From an optimization exercise on the open Yosys and OpenROAD flow, aimed at small area, a short achievable clock period and few clock cycles; shortcuts taken in it are not production practice. Function was checked by simulation only, so behaviour that the tests miss may differ from the original. Power is estimated from default activity; no workload was simulated.

## rms_level_meter_peak_hold
module rms_level_meter_peak_hold #(
    parameter int MAX_FRAMES = rlm_pkg::RLM_MAX_FRAMES
) (
    input  logic                                i_clk,
    input  logic                                i_rst_n,
    input  logic                                i_in_valid,
    output logic                                o_in_ready,
    input  logic signed [rlm_pkg::SAMPLE_W-1:0] i_sample,
    input  logic                                i_last_sample,
    output logic                                o_out_valid,
    input  logic                                i_out_ready,
    output logic [rlm_pkg::LEVEL_W-1:0]         o_level,
    output logic [rlm_pkg::LEVEL_W-1:0]         o_peak_level
);
==> flow/config.mk <==
export PLATFORM = sky130hd
export DESIGN_NAME = rms_level_meter_peak_hold
export DESIGN_NICKNAME = rms_level_meter_peak_hold
export VERILOG_FILES = /design/flow/design.v
export SDC_FILE = /design/flow/constraint.sdc
export NUM_CORES = 4
export LEC_CHECK = 0
export ABC_CLOCK_PERIOD_IN_PS = 3000
export CAP_MARGIN = 20
export CORE_MARGIN = 2
export CORE_UTILIZATION = 40
export CTS_BUF_LIST = sky130_fd_sc_hd__clkbuf_8
export CTS_CLUSTER_DIAMETER = 60
export CTS_CLUSTER_SIZE = 16
export SLEW_MARGIN = 20
==> flow/constraint.sdc <==
create_clock -name core_clock -period 10.0 [get_ports {i_clk}]
set_input_delay 2.0000 -clock core_clock [delete_from_list [all_inputs] [get_ports {i_clk}]]
set_output_delay 2.0000 -clock core_clock [all_outputs]
set_load 0.01 [all_outputs]
standard.sh (not shown) runs the stock make flow with config.mk's settings and CLKGATE_MAP_FILE= SYNTH_SCRIPT=/design/flow/synth_recipe.tcl, a recipe that flattens the netlist after the stock synthesis.
==> flow/flow/run.sh <==
#!/bin/bash
# The standard layout, with repair_timing aiming well past the 10 ns clock so that the
# resizer sizes gates and buffers for the period this design can reach, and a plain buffer
# (not a delay cell) on each port. Constraints unchanged.
set -euo pipefail
MARGIN=$(cat flow/margin.txt)
bash standard.sh SETUP_SLACK_MARGIN=$MARGIN "BUFFER_PORTS_ARGS=-buffer_cell sky130_fd_sc_hd__buf_2" finish > standard_flow.log 2>&1
==> flow/flow/margin.txt <==
6.9
Testbench counts at the start, summed over its fixed seeds: cycles 32,134.
Edit:
==> flow/flow/margin.txt (replaced) <==
6.8
Settings changed: GPL_TIMING_DRIVEN set to 1.
- The changed run passed the timing, DRC and antenna checks
- clock power fell by a few percent
- final cell count is lower slightly
- sequential share of layout area came out higher by 0.45 points
- cell area goes down by a few percent
- via count came out lower slightly
- first-iteration DRC count shrinks by a few percent
- non-clock buffer count decreases by 22
- global-route usage falls by 0.13 points
- clock-buffer cell count is higher by 2
- routed wire length fell slightly
Edit:
Settings changed: CORE_UTILIZATION 40 to 60, GPL_TIMING_DRIVEN 1 to not set, PLACE_DENSITY set to 0.8.
Effect: The new run completed with no timing, DRC or antenna violations; register-to-register slack stays flat; global-route usage rose by 7.2 points; final cell count came out lower by 6.9%; first-iteration DRC count came out higher by 64%; via count rises by 2.7%; core utilization climbs by 22 points; area after synthesis does not change.
Edit:
==> flow/flow/margin.txt (replaced) <==
6.5
Settings changed: CORE_UTILIZATION 60 to 40, PLACE_DENSITY 0.8 to not set.
After rerunning: Sequential share of layout area falls by 0.16 points; count of clock-buffer cells in the layout rises by 4; via count falls by a few percent; synthesized cell count does not change; power falls slightly.
Edit:
--- a/flow/flow/run.sh
+++ b/flow/flow/run.sh
@@ -6,2 +6,2 @@
 MARGIN=$(cat flow/margin.txt)
-bash standard.sh SETUP_SLACK_MARGIN=$MARGIN "BUFFER_PORTS_ARGS=-buffer_cell sky130_fd_sc_hd__buf_2" finish > standard_flow.log 2>&1
+bash standard.sh SETUP_SLACK_MARGIN=$MARGIN "BUFFER_PORTS_ARGS=-buffer_cell sky130_fd_sc_hd__buf_2" REMOVE_ABC_BUFFERS=1 finish > standard_flow.log 2>&1
==> flow/flow/margin.txt (replaced) <==
6.8
Outcome:
- The new run finished clean
- total power came out higher by 0.47%
- worst setup slack improved by 0.24 ns
- synthesized cell count is unchanged
- final cell count came out higher by 1.1%
- routed wire length came out higher by 2.0%
- global-route usage came out higher by 0.30 points

rms_level_meter_peak_hold, a different RTL version from the one above (not shown whole).
For scale: ~220 flip-flops, roughly 37 I/O pins.
clock: 10.0 ns
lec_check: 0
abc_clock_period_in_ps: 3000
cap_margin: 20
core_margin: 2
core_utilization: 40
cts_buf_list: sky130_fd_sc_hd__clkbuf_8
cts_cluster_diameter: 60
cts_cluster_size: 16
slew_margin: 20
synth_hierarchical: 1
==> flow/flow/run.sh <==
#!/bin/bash
# The standard layout, with repair_timing aiming well past the 10 ns clock so that the
# resizer sizes gates and buffers for the period this design can reach, and a plain buffer
# (not a delay cell) on each port. Constraints unchanged.
set -euo pipefail
MARGIN=$(cat flow/margin.txt)
bash standard.sh SETUP_SLACK_MARGIN=$MARGIN "BUFFER_PORTS_ARGS=-buffer_cell sky130_fd_sc_hd__buf_2" finish > standard_flow.log 2>&1
==> flow/flow/margin.txt <==
7.0
The first run went through all stages and came out clean.
Testbench counts at the start, summed over its fixed seeds: cycles 32,158.
Then changed:
==> flow/flow/margin.txt (replaced) <==
6.95
--- a/flow/config.mk
+++ b/flow/config.mk
@@ -11,5 +11,5 @@
 export CORE_UTILIZATION = 40
-export CTS_BUF_LIST = sky130_fd_sc_hd__clkbuf_8
-export CTS_CLUSTER_DIAMETER = 60
-export CTS_CLUSTER_SIZE = 16
+export CTS_BUF_LIST = sky130_fd_sc_hd__clkbuf_16
+export CTS_CLUSTER_DIAMETER = 90
+export CTS_CLUSTER_SIZE = 36
 export SLEW_MARGIN = 20
After rerunning:
- final area fell slightly
- via count fell slightly
- die area stays the same
Then changed:
--- a/flow/config.mk
+++ b/flow/config.mk
@@ -7,2 +7,3 @@
 export LEC_CHECK = 0
+export ABC_AREA = 1
 export ABC_CLOCK_PERIOD_IN_PS = 3000
@@ -12,4 +13,4 @@
 export CTS_BUF_LIST = sky130_fd_sc_hd__clkbuf_16
-export CTS_CLUSTER_DIAMETER = 90
-export CTS_CLUSTER_SIZE = 36
+export CTS_CLUSTER_DIAMETER = 100
+export CTS_CLUSTER_SIZE = 30
 export SLEW_MARGIN = 20
Result: The new run went through all stages and came out clean. Count of clock-buffer cells in the layout stays the same. Global-route usage grows by 0.26 points. Sequential cell count stays the same. Clock power shrinks by 6.8%. Area after synthesis grows by about 3%. Wire length grows by 6.0%.
Then changed:
--- a/flow/config.mk
+++ b/flow/config.mk
@@ -7,5 +7,4 @@
 export LEC_CHECK = 0
-export ABC_AREA = 1
 export ABC_CLOCK_PERIOD_IN_PS = 3000
-export CAP_MARGIN = 20
+export CAP_MARGIN = 5
 export CORE_MARGIN = 2
@@ -15,3 +14,3 @@
 export CTS_CLUSTER_SIZE = 30
-export SLEW_MARGIN = 20
+export SLEW_MARGIN = 5
 export SYNTH_HIERARCHICAL = 1
- non-clock buffer count went down by 10
- first-iteration DRC count went down by about 20%
- sequential cell count does not change
- setup slack is better by 22 ps
- combinational power went down by 22%
- core utilization went down by 0.23 points
- total power went down by 9.0%
- worst hold slack is better by 33 ps
Then changed:
--- a/flow/config.mk
+++ b/flow/config.mk
@@ -8,3 +8,3 @@
 export ABC_CLOCK_PERIOD_IN_PS = 3000
-export CAP_MARGIN = 5
+export CAP_MARGIN = 20
 export CORE_MARGIN = 2
@@ -14,3 +14,3 @@
 export CTS_CLUSTER_SIZE = 30
-export SLEW_MARGIN = 5
+export SLEW_MARGIN = 20
 export SYNTH_HIERARCHICAL = 1
Effect:
- hold slack stays flat
- die area is unchanged
- setup slack is about the same
- clock-buffer cell count stays the same
- combinational power stays flat
- via count barely changes
- total power stays flat
- design area stays the same
- routed wire length barely changes

rms_level_meter_peak_hold, a different RTL version from the one above (not shown whole).
Size: roughly 220 flip-flops, about 13,000 um^2 of cells after synthesis.
export LEC_CHECK = 0
export ABC_CLOCK_PERIOD_IN_PS = 3000
export CAP_MARGIN = 20
export CORE_MARGIN = 2
export CORE_UTILIZATION = 40
export CTS_BUF_LIST = sky130_fd_sc_hd__clkbuf_16
export CTS_CLUSTER_DIAMETER = 100
export CTS_CLUSTER_SIZE = 30
export SLEW_MARGIN = 20
export SYNTH_HIERARCHICAL = 1
create_clock -name core_clock -period 10.0 [get_ports {i_clk}]
==> flow/flow/margin.txt <==
7.05
Scripts as last shown in full above: flow/flow/run.sh
Testbench counts at the start, summed over its fixed seeds: cycles 32,158.
==> next run, changes <==
==> flow/flow/margin.txt (replaced) <==
6.95
CORE_UTILIZATION = 50   (was 40)
=> Worst setup slack improved by 0.010 ns. Wire length shrinks by 1.9%. Total power shrinks by 3.2%. Area after synthesis stays the same. Final area shrinks by 2.8%. Clock-buffer cell count stays the same. First-iteration DRC count is unchanged. Die area shrinks by 20%. Cell count shrinks by 5.1%. Fmax grows by 0.34%.

RTL: one of the versions met above, not the one the previous note started from.
For scale: about 220 flip-flops, about 13000 sq um of cells after synthesis.
export LEC_CHECK = 0
export ABC_CLOCK_PERIOD_IN_PS = 3000
export CAP_MARGIN = 20
export CORE_MARGIN = 2
export CORE_UTILIZATION = 40
export CTS_BUF_LIST = sky130_fd_sc_hd__clkbuf_16
export CTS_CLUSTER_DIAMETER = 100
export CTS_CLUSTER_SIZE = 30
export SLEW_MARGIN = 20
export SYNTH_HIERARCHICAL = 1
create_clock -name core_clock -period 10.0 [get_ports {i_clk}]
==> flow/flow/margin.txt <==
7.05
Scripts as last shown in full above: flow/flow/run.sh
Testbench counts at the start, summed over its fixed seeds: cycles 32,158.
Edit:
==> flow/flow/margin.txt (replaced) <==
6.9
CTS_BUF_LIST = sky130_fd_sc_hd__clkbuf_8   (was sky130_fd_sc_hd__clkbuf_16)
CTS_CLUSTER_DIAMETER = 60   (was 100)
CTS_CLUSTER_SIZE = 16   (was 30)
=> The new run produced a clean layout; clock skew hardly moves; combinational power falls by 7.7%; power falls by 1.7%; maximum frequency falls by 1.7%; worst setup slack is worse by 0.053 ns; hold slack is worse by 0.0051 ns; utilization falls by 1.4 points; count of clock-buffer cells in the layout rises by 9.
Edit:
==> flow/flow/margin.txt (replaced) <==
6.85
CTS_BUF_LIST = sky130_fd_sc_hd__clkbuf_16   (was sky130_fd_sc_hd__clkbuf_8)
CTS_CLUSTER_DIAMETER = 100   (was 60)
CTS_CLUSTER_SIZE = 30   (was 16)
What happened: The new run finished with timing, DRC and antenna clean. Sequential share of layout area rose by 0.28 points. Non-clock buffer count shrinks by 4. Routed wire length goes down by 0.65%. Sequential power barely changes. Total power drops by about 2.5%. Die area is unchanged. Flip-flop and latch count does not change. First-iteration DRC count rises by about 1.4%.

## separate check: timing with driven ports
In the flow no input, the clock included, has a driving cell. The finished layouts below were timed again as built, in two steps. Step 1: set_driving_cell puts a clkbuf_16 on i_clk and a buf_2 on each other input, an assumption about the parent block. Step 2 also shifts input and output timing later by t, the mid clock arrival at the registers, as if the neighbouring blocks saw the same clock. Slacks: ideal / step 1 / step 2; pairs: ideal / step 1.
run | t (ns) | slack for setup (ns) | worst setup path at the end | clock arrival spread, ns | pins driven straight from the clock port
the first run of note 1 | 0.589 | 6.938 / 6.899 / 6.538 | input to register | 0.022 / 0.022 | 1
the second run of note 1 | 0.592 | 6.880 / 6.832 / 6.542 | input to register | 0.028 / 0.028 | 1
the third run of note 1 | 0.584 | 6.858 / 6.818 / 6.534 | input to register | 0.027 / 0.026 | 1
the fourth run of note 1 | 0.592 | 6.634 / 6.634 / 6.207 | input to register | 0.045 / 0.044 | 1
the fifth run of note 1 | 0.589 | 6.874 / 6.830 / 6.517 | input to register | 0.044 / 0.045 | 1
the first run of note 2 | 0.577 | 6.948 / 6.901 / 6.553 | input to register | 0.015 / 0.015 | 1
the second run of note 2 | 0.534 | 6.976 / 6.929 / 6.496 | input to register | 0.026 / 0.027 | 1
the third run of note 2 | 0.522 | 6.970 / 6.925 / 6.631 | input to register | 0.018 / 0.017 | 1
the fourth run of note 2 | 0.520 | 6.992 / 6.944 / 6.577 | input to register | 0.020 / 0.020 | 1
the fifth run of note 2 | 0.520 | 6.992 / 6.944 / 6.577 | input to register | 0.019 / 0.020 | 1
the first run of note 3 | 0.532 | 6.982 / 6.935 / 6.516 | input to register | 0.033 / 0.032 | 1
the second run of note 3 | 0.525 | 6.993 / 6.947 / 6.530 | input to register | 0.021 / 0.022 | 1
the first run of note 4 | 0.526 | 7.010 / 6.964 / 6.526 | input to register | 0.021 / 0.022 | 1
the second run of note 4 | 0.577 | 6.957 / 6.911 / 6.552 | input to register | 0.023 / 0.022 | 1
the third run of note 4 | 0.527 | 6.943 / 6.894 / 6.486 | input to register | 0.020 / 0.020 | 1
After both steps every run listed still meets setup and hold. The setup slack of the first run of note 4, which loses most, moves by -0.046 ns with the drivers and by -0.484 ns with both steps.
